What follows belongs to an exercise in optimizing a design on an open flow for small area; a production flow would make more cautious choices. Function was checked by simulation only, so behaviour that the tests miss may differ from the original. Power figures rest on the tool's default switching activity, not on a simulated workload.

==> run a: inputs <==
Design tower_defense_top, start of the top module:
module tower_defense_top (
    input  logic       clk,
    input  logic       reset_i,
    input  logic       visible_i,
    input  video_pkg::coord_t     x_i,
    input  video_pkg::coord_t     y_i,
    input  logic       btn_up_i,
    input  logic       btn_down_i,
    input  logic       btn_left_i,
    input  logic       btn_right_i,
    input  logic       btn_center_i,
    output video_pkg::rgb_t       pixel_o,
    output logic [3:0] lives_o
);
==> module scene_render, before the edit <==
module scene_render (
    input  video_pkg::coord_t     x_i,
    input  video_pkg::coord_t     y_i,
    input  logic                  visible_i,
    input  game_pkg::game_state_e state_i,
    input  logic [9:0]            cur_x_i,
    input  logic [9:0]            cur_y_i,
    input  logic [4:0]            pos_i,
    input  logic [4:0]            spawn_cnt_i,
    input  logic [6:0]            wrap_i,
    output video_pkg::rgb_t       pixel_o
);
    logic       on_grid;
    logic       on_path;
    logic       on_enemy;
    logic       on_cursor;
    logic       in_menu_banner;
    logic       in_over_banner;
    logic       in_ui_bar;
    logic [9:0] cx7;
    logic [9:0] cy7;
    logic [9:0] dx;
    logic [9:0] dy;
    function automatic logic ge(input logic [9:0] a, input logic [9:0] b);
        ge = game_pkg::rge(12'(a), 12'(b));
    endfunction
    function automatic logic inr(input logic [9:0] x, input logic [9:0] lo, input logic [9:0] hi);
        inr = ge(x, lo) && ge(hi, x);
    endfunction
    function automatic logic path_hit(input logic [9:0] px, input logic [9:0] py);
        path_hit = (inr(py, 10'd60,  10'd86)  && inr(px, 10'd0,   10'd520)) ||
                   (inr(px, 10'd494, 10'd520) && inr(py, 10'd60,  10'd320)) ||
                   (inr(py, 10'd294, 10'd320) && inr(px, 10'd120, 10'd520)) ||
                   (inr(px, 10'd120, 10'd146) && inr(py, 10'd164, 10'd320)) ||
                   (inr(py, 10'd164, 10'd190) && inr(px, 10'd120, 10'd400)) ||
                   (inr(px, 10'd374, 10'd400) && inr(py, 10'd164, 10'd420)) ||
                   (inr(py, 10'd394, 10'd420) && inr(px, 10'd0,   10'd400));
    endfunction
    function automatic logic mult26(input logic [9:0] c);
        mult26 = 1'b0;
        for (int k = 0; k < 25; k++) begin
            if (c == 10'(26 * k)) mult26 = 1'b1;
        end
    endfunction
    assign on_grid = mult26(x_i) || mult26(y_i);
    assign on_path = path_hit(x_i, y_i);
    assign cx7 = cur_x_i;
    assign cy7 = cur_y_i;
    assign dx  = 10'(game_pkg::radd(12'(x_i), ~(12'(cx7)), 1'b1));
    assign dy  = 10'(game_pkg::radd(12'(y_i), ~(12'(cy7)), 1'b1));
    assign on_cursor = ((dy == 10'd5 || dy == 10'd6) && !ge(dx, 10'd12)) ||
                       ((dx == 10'd5 || dx == 10'd6) && !ge(dy, 10'd12));
    assign in_menu_banner = inr(x_i, 10'd160, 10'd479) && inr(y_i, 10'd100, 10'd139);
    assign in_over_banner = inr(x_i, 10'd200, 10'd439) && inr(y_i, 10'd180, 10'd219);
    assign in_ui_bar      = !ge(y_i, 10'd25);
    logic [19:0]     ar;
    logic [3:0]      borrow;
    localparam logic [19:0] KR = {5'd11, 5'd18, 5'd30, 5'd22};
    always_comb begin
        for (int k = 0; k < 4; k++) begin
            borrow[k]    = !game_pkg::rge(12'(KR[k*5 +: 5]), 12'(spawn_cnt_i));
            ar[k*5 +: 5] = 5'(game_pkg::radd(12'(KR[k*5 +: 5]), ~(12'(spawn_cnt_i)), !borrow[k]));
        end
    end
    enemy_hit enemy_hit_inst (
        .x_i (x_i), .y_i (y_i), .pos_i (pos_i), .wrap_i (wrap_i),
        .ar_i (ar), .borrow_i (borrow), .hit_o (on_enemy)
    );
    always_comb begin
        pixel_o = video_pkg::COL_BLACK;
        if (visible_i) begin
            case (state_i)
                game_pkg::ST_MENU: begin
                    if (in_menu_banner) begin
                        pixel_o = video_pkg::COL_WHITE;
                    end
                end
                game_pkg::ST_GAME: begin
                    pixel_o = video_pkg::COL_BG;
                    if (on_grid) begin
                        pixel_o = video_pkg::COL_GRID;
                    end
                    if (on_path) begin
                        pixel_o = video_pkg::COL_PATH;
                    end
                    if (on_enemy) begin
                        pixel_o = video_pkg::COL_ENEMY;
                    end
                    if (on_cursor) begin
                        pixel_o = video_pkg::COL_CURSOR;
                    end
                    if (in_ui_bar) begin
                        pixel_o = video_pkg::COL_UI;
                    end
                end
                game_pkg::ST_GAMEOVER: begin
                    if (in_over_banner) begin
                        pixel_o = video_pkg::COL_BANNER_RED;
                    end
                end
                default: pixel_o = video_pkg::COL_BLACK;
            endcase
        end
    end
endmodule
Settings: LEC_CHECK=0, ABC_AREA=1, CAP_MARGIN=0, CORE_MARGIN=2, CORE_UTILIZATION=62, GPL_TIMING_DRIVEN=0, SETUP_SLACK_MARGIN=0.0, SLEW_MARGIN=0; clock period 12.0 ns.
run.sh (not shown) runs the stock make flow with config.mk's settings and CLKGATE_MAP_FILE= SYNTH_SCRIPT=/design/flow/synth_recipe.tcl, a recipe that flattens the netlist after the stock synthesis.
==> run b (differences from run a) <==
Settings changed: CTS_BUF_LIST set to sky130_fd_sc_hd__clkbuf_8.
==> run c (differences from run a) <==
--- a/flow/design.v
+++ b/flow/design.v
@@ -99,46 +99,46 @@
     output game_pkg::press_t      press_o,
     output logic [9:0]  cur_x_o,
     output logic [9:0]  cur_y_o
 );
     logic    frame_strobe;
     game_pkg::press_t  btn_now;
     game_pkg::press_t  btn_prev_q;
-    logic [8:0] cx_q;    
-    logic [8:0] cy_q;
+    logic [9:0] cx_q;
+    logic [9:0] cy_q;
     logic       mv_x, mv_y, dec_x, dec_y;
     assign frame_strobe = (x_i == '0) && (y_i == '0);
     assign btn_now = {btn_up_i, btn_down_i, btn_left_i, btn_right_i, btn_center_i};
     assign press_o = frame_strobe ? game_pkg::press_t'(btn_now & ~btn_prev_q) : '0;
     always_ff @(posedge clk) begin
         if (reset_i) begin
             btn_prev_q <= '0;
         end else if (frame_strobe) begin
             btn_prev_q <= btn_now;
         end
     end
-    assign dec_y = press_o.up && cy_q != 9'd3;
-    assign dec_x = press_o.left && cx_q != 9'd3;
-    assign mv_y  = dec_y || (press_o.down && cy_q != 9'd224);
-    assign mv_x  = dec_x || (press_o.right && cx_q != 9'd302);
+    assign dec_y = press_o.up && cy_q != 10'd7;
+    assign dec_x = press_o.left && cx_q != 10'd7;
+    assign mv_y  = dec_y || (press_o.down && cy_q != 10'd449);
+    assign mv_x  = dec_x || (press_o.right && cx_q != 10'd605);
     always_ff @(posedge clk) begin
         if (reset_i || new_game_i) begin
-            cx_q <= 9'd159;
-            cy_q <= 9'd120;
+            cx_q <= 10'd319;
+            cy_q <= 10'd241;
         end else if (state_i == game_pkg::ST_GAME) begin
             if (mv_y) begin
-                cy_q <= 9'(game_pkg::radd(12'(cy_q), dec_y ? 12'hff3 : 12'd13, 1'b0));
+                cy_q <= 10'(game_pkg::radd(12'(cy_q), dec_y ? 12'hfe6 : 12'd26, 1'b0));
             end
             if (mv_x) begin
-                cx_q <= 9'(game_pkg::radd(12'(cx_q), dec_x ? 12'hff3 : 12'd13, 1'b0));
+                cx_q <= 10'(game_pkg::radd(12'(cx_q), dec_x ? 12'hfe6 : 12'd26, 1'b0));
             end
         end
     end
-    assign cur_x_o = {cx_q, 1'b1};
-    assign cur_y_o = {cy_q, 1'b1};
+    assign cur_x_o = cx_q;
+    assign cur_y_o = cy_q;
 endmodule
 module game_flow (
     input  logic        clk,
     input  logic        reset_i,
     input  logic        center_i,
     input  logic        escape_i,
     output game_pkg::game_state_e state_o,
@@ -235,15 +235,14 @@
     input  logic [6:0]            wrap_i,
     input  logic [19:0]           ar_i,
     input  logic [3:0]            borrow_i,
     output logic                  hit_o
 );
     logic        hb0, hb2, hb4, hb6, vb1, vb3, vb5;
     logic        valid;
-    logic [2:0]  sin;
     logic        first;
     logic        vert;
     logic        dneg;
     logic [1:0]  ksel;
     logic [7:0]  csel;
     logic        corner;
     logic        sx, sy;
@@ -272,60 +271,60 @@
     logic [5:0]  dlo;
     function automatic logic ge(input logic [9:0] a, input logic [9:0] b);
         ge = game_pkg::rge(12'(a), 12'(b));
     endfunction
     function automatic logic inr(input logic [9:0] x, input logic [9:0] lo, input logic [9:0] hi);
         inr = ge(x, lo) && ge(hi, x);
     endfunction
+    task automatic seg(input int k);
+        valid = 1'b1;
+        case (k)
+            0: begin vert = 1'b0; dneg = 1'b0; ksel = 2'd0; csel = 8'd255; first = 1'b1; end
+            1: begin vert = 1'b1; dneg = 1'b0; ksel = 2'd0; csel = 8'd241; end
+            2: begin vert = 1'b0; dneg = 1'b1; ksel = 2'd1; csel = 8'd215; end
+            3: begin vert = 1'b1; dneg = 1'b1; ksel = 2'd2; csel = 8'd209; end
+            4: begin vert = 1'b0; dneg = 1'b0; ksel = 2'd2; csel = 8'd219; end
+            5: begin vert = 1'b1; dneg = 1'b0; ksel = 2'd3; csel = 8'd212; end
+            default: begin vert = 1'b0; dneg = 1'b1; ksel = 2'd1; csel = 8'd187; end
+        endcase
+    endtask
+    task automatic crn(input int k, input int cxv, input int cyv, input bit nx, input bit ny);
+        seg(k);
+        corner = 1'b1;
+        sx = nx;
+        sy = ny;
+        khb = 5'(15 - (nx ? -cxv : cxv) - (ny ? -cyv : cyv) + (nx ? 1 : 0) + (ny ? 1 : 0));
+    endtask
     always_comb begin
         hb0 = inr(y_i, 10'd66, 10'd80);
         hb2 = inr(y_i, 10'd300, 10'd314);
         hb4 = inr(y_i, 10'd170, 10'd184);
         hb6 = inr(y_i, 10'd400, 10'd414);
         vb1 = inr(x_i, 10'd500, 10'd514);
         vb3 = inr(x_i, 10'd126, 10'd140);
         vb5 = inr(x_i, 10'd380, 10'd394);
-        valid = 1'b1; corner = 1'b0; seg6end = 1'b0; sin = 3'd0;
-        if (vb1 && hb0)      begin corner = 1'b1; sin = 3'd0; end
-        else if (vb1 && hb2) begin corner = 1'b1; sin = 3'd1; end
-        else if (vb3 && hb2) begin corner = 1'b1; sin = 3'd2; end
-        else if (vb3 && hb4) begin corner = 1'b1; sin = 3'd3; end
-        else if (vb5 && hb4) begin corner = 1'b1; sin = 3'd4; end
-        else if (vb5 && hb6) begin corner = 1'b1; sin = 3'd5; end
-        else if (vb5 && hb2) sin = ge(10'(wrap_i), 10'd49) ? 3'd5 : 3'd2;
-        else if (hb0 && !ge(x_i, 10'd507))                     sin = 3'd0;
-        else if (vb1 && inr(y_i, 10'd73, 10'd306))            sin = 3'd1;
-        else if (hb2 && inr(x_i, 10'd134, 10'd507))           sin = 3'd2;
-        else if (vb3 && inr(y_i, 10'd178, 10'd307))           sin = 3'd3;
-        else if (hb4 && inr(x_i, 10'd133, 10'd386))           sin = 3'd4;
-        else if (vb5 && inr(y_i, 10'd177, 10'd406))           sin = 3'd5;
+        valid = 1'b0; first = 1'b0; vert = 1'b0; dneg = 1'b0; ksel = 2'd0; csel = '0;
+        corner = 1'b0; sx = 1'b0; sy = 1'b0; khb = 5'd15; seg6end = 1'b0;
+        if (vb1 && hb0)      crn(0, 507, 73,  1'b0, 1'b1);
+        else if (vb1 && hb2) crn(1, 507, 307, 1'b0, 1'b0);
+        else if (vb3 && hb2) crn(2, 133, 307, 1'b1, 1'b0);
+        else if (vb3 && hb4) crn(3, 133, 177, 1'b1, 1'b1);
+        else if (vb5 && hb4) crn(4, 387, 177, 1'b0, 1'b1);
+        else if (vb5 && hb6) crn(5, 387, 407, 1'b0, 1'b0);
+        else if (vb5 && hb2) seg(ge(10'(wrap_i), 10'd49) ? 5 : 2);
+        else if (hb0 && !ge(x_i, 10'd507))                     seg(0);
+        else if (vb1 && inr(y_i, 10'd73, 10'd306))            seg(1);
+        else if (hb2 && inr(x_i, 10'd134, 10'd507))           seg(2);
+        else if (vb3 && inr(y_i, 10'd178, 10'd307))           seg(3);
+        else if (hb4 && inr(x_i, 10'd133, 10'd386))           seg(4);
+        else if (vb5 && inr(y_i, 10'd177, 10'd406))           seg(5);
         else if (hb6 && !ge(x_i, 10'd388)) begin
-            sin = 3'd6;
+            seg(6);
             seg6end = !ge(x_i, 10'd7);
-        end else valid = 1'b0;
-        first = (sin == 3'd0);
-        vert  = sin[0];
-        dneg  = (sin == 3'd2) || (sin == 3'd3) || (sin == 3'd6);
-        case (sin)
-            3'd0: begin ksel = 2'd0; csel = 8'd255; end
-            3'd1: begin ksel = 2'd0; csel = 8'd241; end
-            3'd2: begin ksel = 2'd1; csel = 8'd215; end
-            3'd3: begin ksel = 2'd2; csel = 8'd209; end
-            3'd4: begin ksel = 2'd2; csel = 8'd219; end
-            3'd5: begin ksel = 2'd3; csel = 8'd212; end
-            default: begin ksel = 2'd1; csel = 8'd187; end
-        endcase
-        case (sin)
-            3'd0: begin sx = 1'b0; sy = 1'b1; khb = 5'(15 - 507 + 73 + 1); end
-            3'd1: begin sx = 1'b0; sy = 1'b0; khb = 5'(15 - 507 - 307); end
-            3'd2: begin sx = 1'b1; sy = 1'b0; khb = 5'(15 + 133 - 307 + 1); end
-            3'd3: begin sx = 1'b1; sy = 1'b1; khb = 5'(15 + 133 + 177 + 2); end
-            3'd4: begin sx = 1'b0; sy = 1'b1; khb = 5'(15 - 387 + 177 + 1); end
-            default: begin sx = 1'b0; sy = 1'b0; khb = 5'(15 - 387 - 407); end
-        endcase
+        end
         hx = 5'(sx ? ~x_i[4:0] : x_i[4:0]);
         hy = 5'(sy ? ~y_i[4:0] : y_i[4:0]);
         if (corner)       hb = 5'(game_pkg::radd(12'(game_pkg::radd(12'(hx), 12'(hy), 1'b0)), 12'(khb), 1'b0));
         else if (seg6end) hb = 5'(game_pkg::radd(12'(~x_i[4:0]), 12'd23, 1'b0));    
         else              hb = 5'd15;
         ar     = ar_i[ksel*5 +: 5];
         borrow = borrow_i[ksel];
Settings changed: CAP_MARGIN 0 to 20, CORE_UTILIZATION 62 to 75, SETUP_SLACK_MARGIN 0.0 to 0.2, SLEW_MARGIN 0 to 20.
==> run d (differences from run a) <==
--- a/flow/design.v
+++ b/flow/design.v
@@ -389,21 +389,21 @@
                    (inr(px, 10'd494, 10'd520) && inr(py, 10'd60,  10'd320)) ||
                    (inr(py, 10'd294, 10'd320) && inr(px, 10'd120, 10'd520)) ||
                    (inr(px, 10'd120, 10'd146) && inr(py, 10'd164, 10'd320)) ||
                    (inr(py, 10'd164, 10'd190) && inr(px, 10'd120, 10'd400)) ||
                    (inr(px, 10'd374, 10'd400) && inr(py, 10'd164, 10'd420)) ||
                    (inr(py, 10'd394, 10'd420) && inr(px, 10'd0,   10'd400));
     endfunction
-    function automatic logic mult26(input logic [9:0] c);
+    function automatic logic mult26(input logic [9:0] c, input int n);
         mult26 = 1'b0;
-        for (int k = 0; k < 25; k++) begin
+        for (int k = 0; k < n; k++) begin
             if (c == 10'(26 * k)) mult26 = 1'b1;
         end
     endfunction
-    assign on_grid = mult26(x_i) || mult26(y_i);
+    assign on_grid = mult26(x_i, 25) || mult26(y_i, 19);
     assign on_path = path_hit(x_i, y_i);
     assign cx7 = cur_x_i;
     assign cy7 = cur_y_i;
     assign dx  = 10'(game_pkg::radd(12'(x_i), ~(12'(cx7)), 1'b1));
     assign dy  = 10'(game_pkg::radd(12'(y_i), ~(12'(cy7)), 1'b1));
     assign on_cursor = ((dy == 10'd5 || dy == 10'd6) && !ge(dx, 10'd12)) ||
                        ((dx == 10'd5 || dx == 10'd6) && !ge(dy, 10'd12));
==> flow/flow/run.sh (new file) <==
#!/bin/bash
# Standard layout, with the smallest buffer on every input and output port
# instead of the delay cell buffer_ports picks by default, and gates on
# paths with slack to spare sized down after global routing.
set -euo pipefail
bash standard.sh 'BUFFER_PORTS_ARGS=-buffer_cell sky130_fd_sc_hd__buf_1' 'RECOVER_POWER=100' finish > standard_flow.log 2>&1
==> flow/standard.sh (new file) <==
#!/bin/bash
# synth_recipe.tcl (not shown) runs the flow's synth.tcl, then flattens the netlist and writes it again
# the make line also repeats each setting of config.mk as NAME=value (left out here)
make -C /OpenROAD-flow-scripts/flow DESIGN_CONFIG=/design/flow/config.mk WORK_HOME=/design/flow/orfs CLKGATE_MAP_FILE= SYNTH_SCRIPT=/design/flow/synth_recipe.tcl "${@:-finish}"
Settings changed: CTS_BUF_LIST set to sky130_fd_sc_hd__clkbuf_8.
removed: flow/run.sh
==> qor summary <==
Cell count along the critical path: run d 47; run a 40; run c -; run b 37
Start-to-end type of the worst setup path: run d input pin to output port; run a input pin to output port; run c -; run b input pin to output port
Nets: run d 1,445; run a 1,437; run c -; run b 1,437
Clock latency of the later-clocked register in the worst-skew pair: run d 310 ps; run a 290 ps; run c -; run b 310 ps
Final Util: run d 0.691; run a 0.728; run c -; run b 0.723
Post-synthesis average cell area: run d 6.67 um2; run a 6.83 um2; run c 6.65 um2; run b 6.83 um2
Most common cell after layout, fill and taps aside: run d nand2_1; run a nand2_1; run c -; run b nand2_1
Data required, critical path: run d 9600 ps; run a 9600 ps; run c -; run b 9600 ps
Via count: run d 8,215; run a 8,291; run c -; run b 8,299
Result of the run: run d finished clean; run a finished clean; run c stopped before the end; run b finished clean
Last stage reached: run d -; run a -; run c 5_1_grt; run b -
Post-CTS setup buffers: run d 0; run a 11; run c 21; run b 11
Max power group: run d combinational logic; run a combinational logic; run c -; run b combinational logic
Path type of the worst min-delay path: run d flop to flop; run a flop to flop; run c -; run b flop to flop
Pleak: run d 4.26 nW; run a 4.53 nW; run c -; run b 4.50 nW
Clock buffer count in the final layout: run d 6; run a 6; run c -; run b 6
Worst reg-to-reg path cell count: run d 17; run a 17; run c -; run b 17
Remaining max-slew budget at the tightest pin: run d 0.378; run a 0.433; run c -; run b 0.427
End of the worst register-to-register path: run d player_input_inst.cy_q[8]$_SDFFE_PP0P_; run a player_input_inst.cy_q[8]$_SDFFE_PP0P_; run c -; run b player_input_inst.cy_q[8]$_SDFFE_PP0P_
Compound-Gate Fraction of Synth Area: run d 0.141; run a 0.148; run c 0.131; run b 0.148
Signal arrival time at the worst endpoint: run d 9170 ps; run a 9310 ps; run c -; run b 9290 ps
Final period util: run d 0.964; run a 0.976; run c -; run b 0.974
Post-synth top area share: run d 0.148; run a 0.148; run c 0.141; run b 0.148
Synthesized netlist cell count: run d 1,214; run a 1,190; run c 1,272; run b 1,190
Library cells used by synthesis: run d 58; run a 62; run c 64; run b 62
Non-clock buffer share: run d 0.0433; run a 0.0807; run c -; run b 0.0812
Combinational cell power: run d 0.000309 W; run a 0.000316 W; run c -; run b 0.000313 W

## port drivers added, routing unchanged
In the flow no input, the clock included, has a driving cell. The finished layouts below were timed again as built, in two steps. Step 1 sets driving cells, clkbuf_16 on the clock port and buf_2 on the other inputs (assumed; they add their load-dependent delay and slew). Step 2, shift: input delay + t, output delay - t, t = (earliest + latest rising clock arrival at the registers) / 2. This alone moves slack from input paths to output paths. Slacks: ideal / step 1 / step 2; pairs: ideal / step 1.
run | t, ns | slack for setup (ns) | hold WS [ns] | worst setup path after step 2 | worst data-port slew with drivers (ns)
run a | 0.330 | 0.288 / 0.258 / 0.258 | 0.412 / 0.412 / 0.412 | input to output | 0.06
run b | 0.344 | 0.310 / 0.280 / 0.280 | 0.420 / 0.420 / 0.420 | input to output | 0.05
run d | 0.342 | 0.429 / 0.408 / 0.408 | 0.415 / 0.415 / 0.415 | input to output | 0.04
After both steps setup and hold are still met in every run listed.
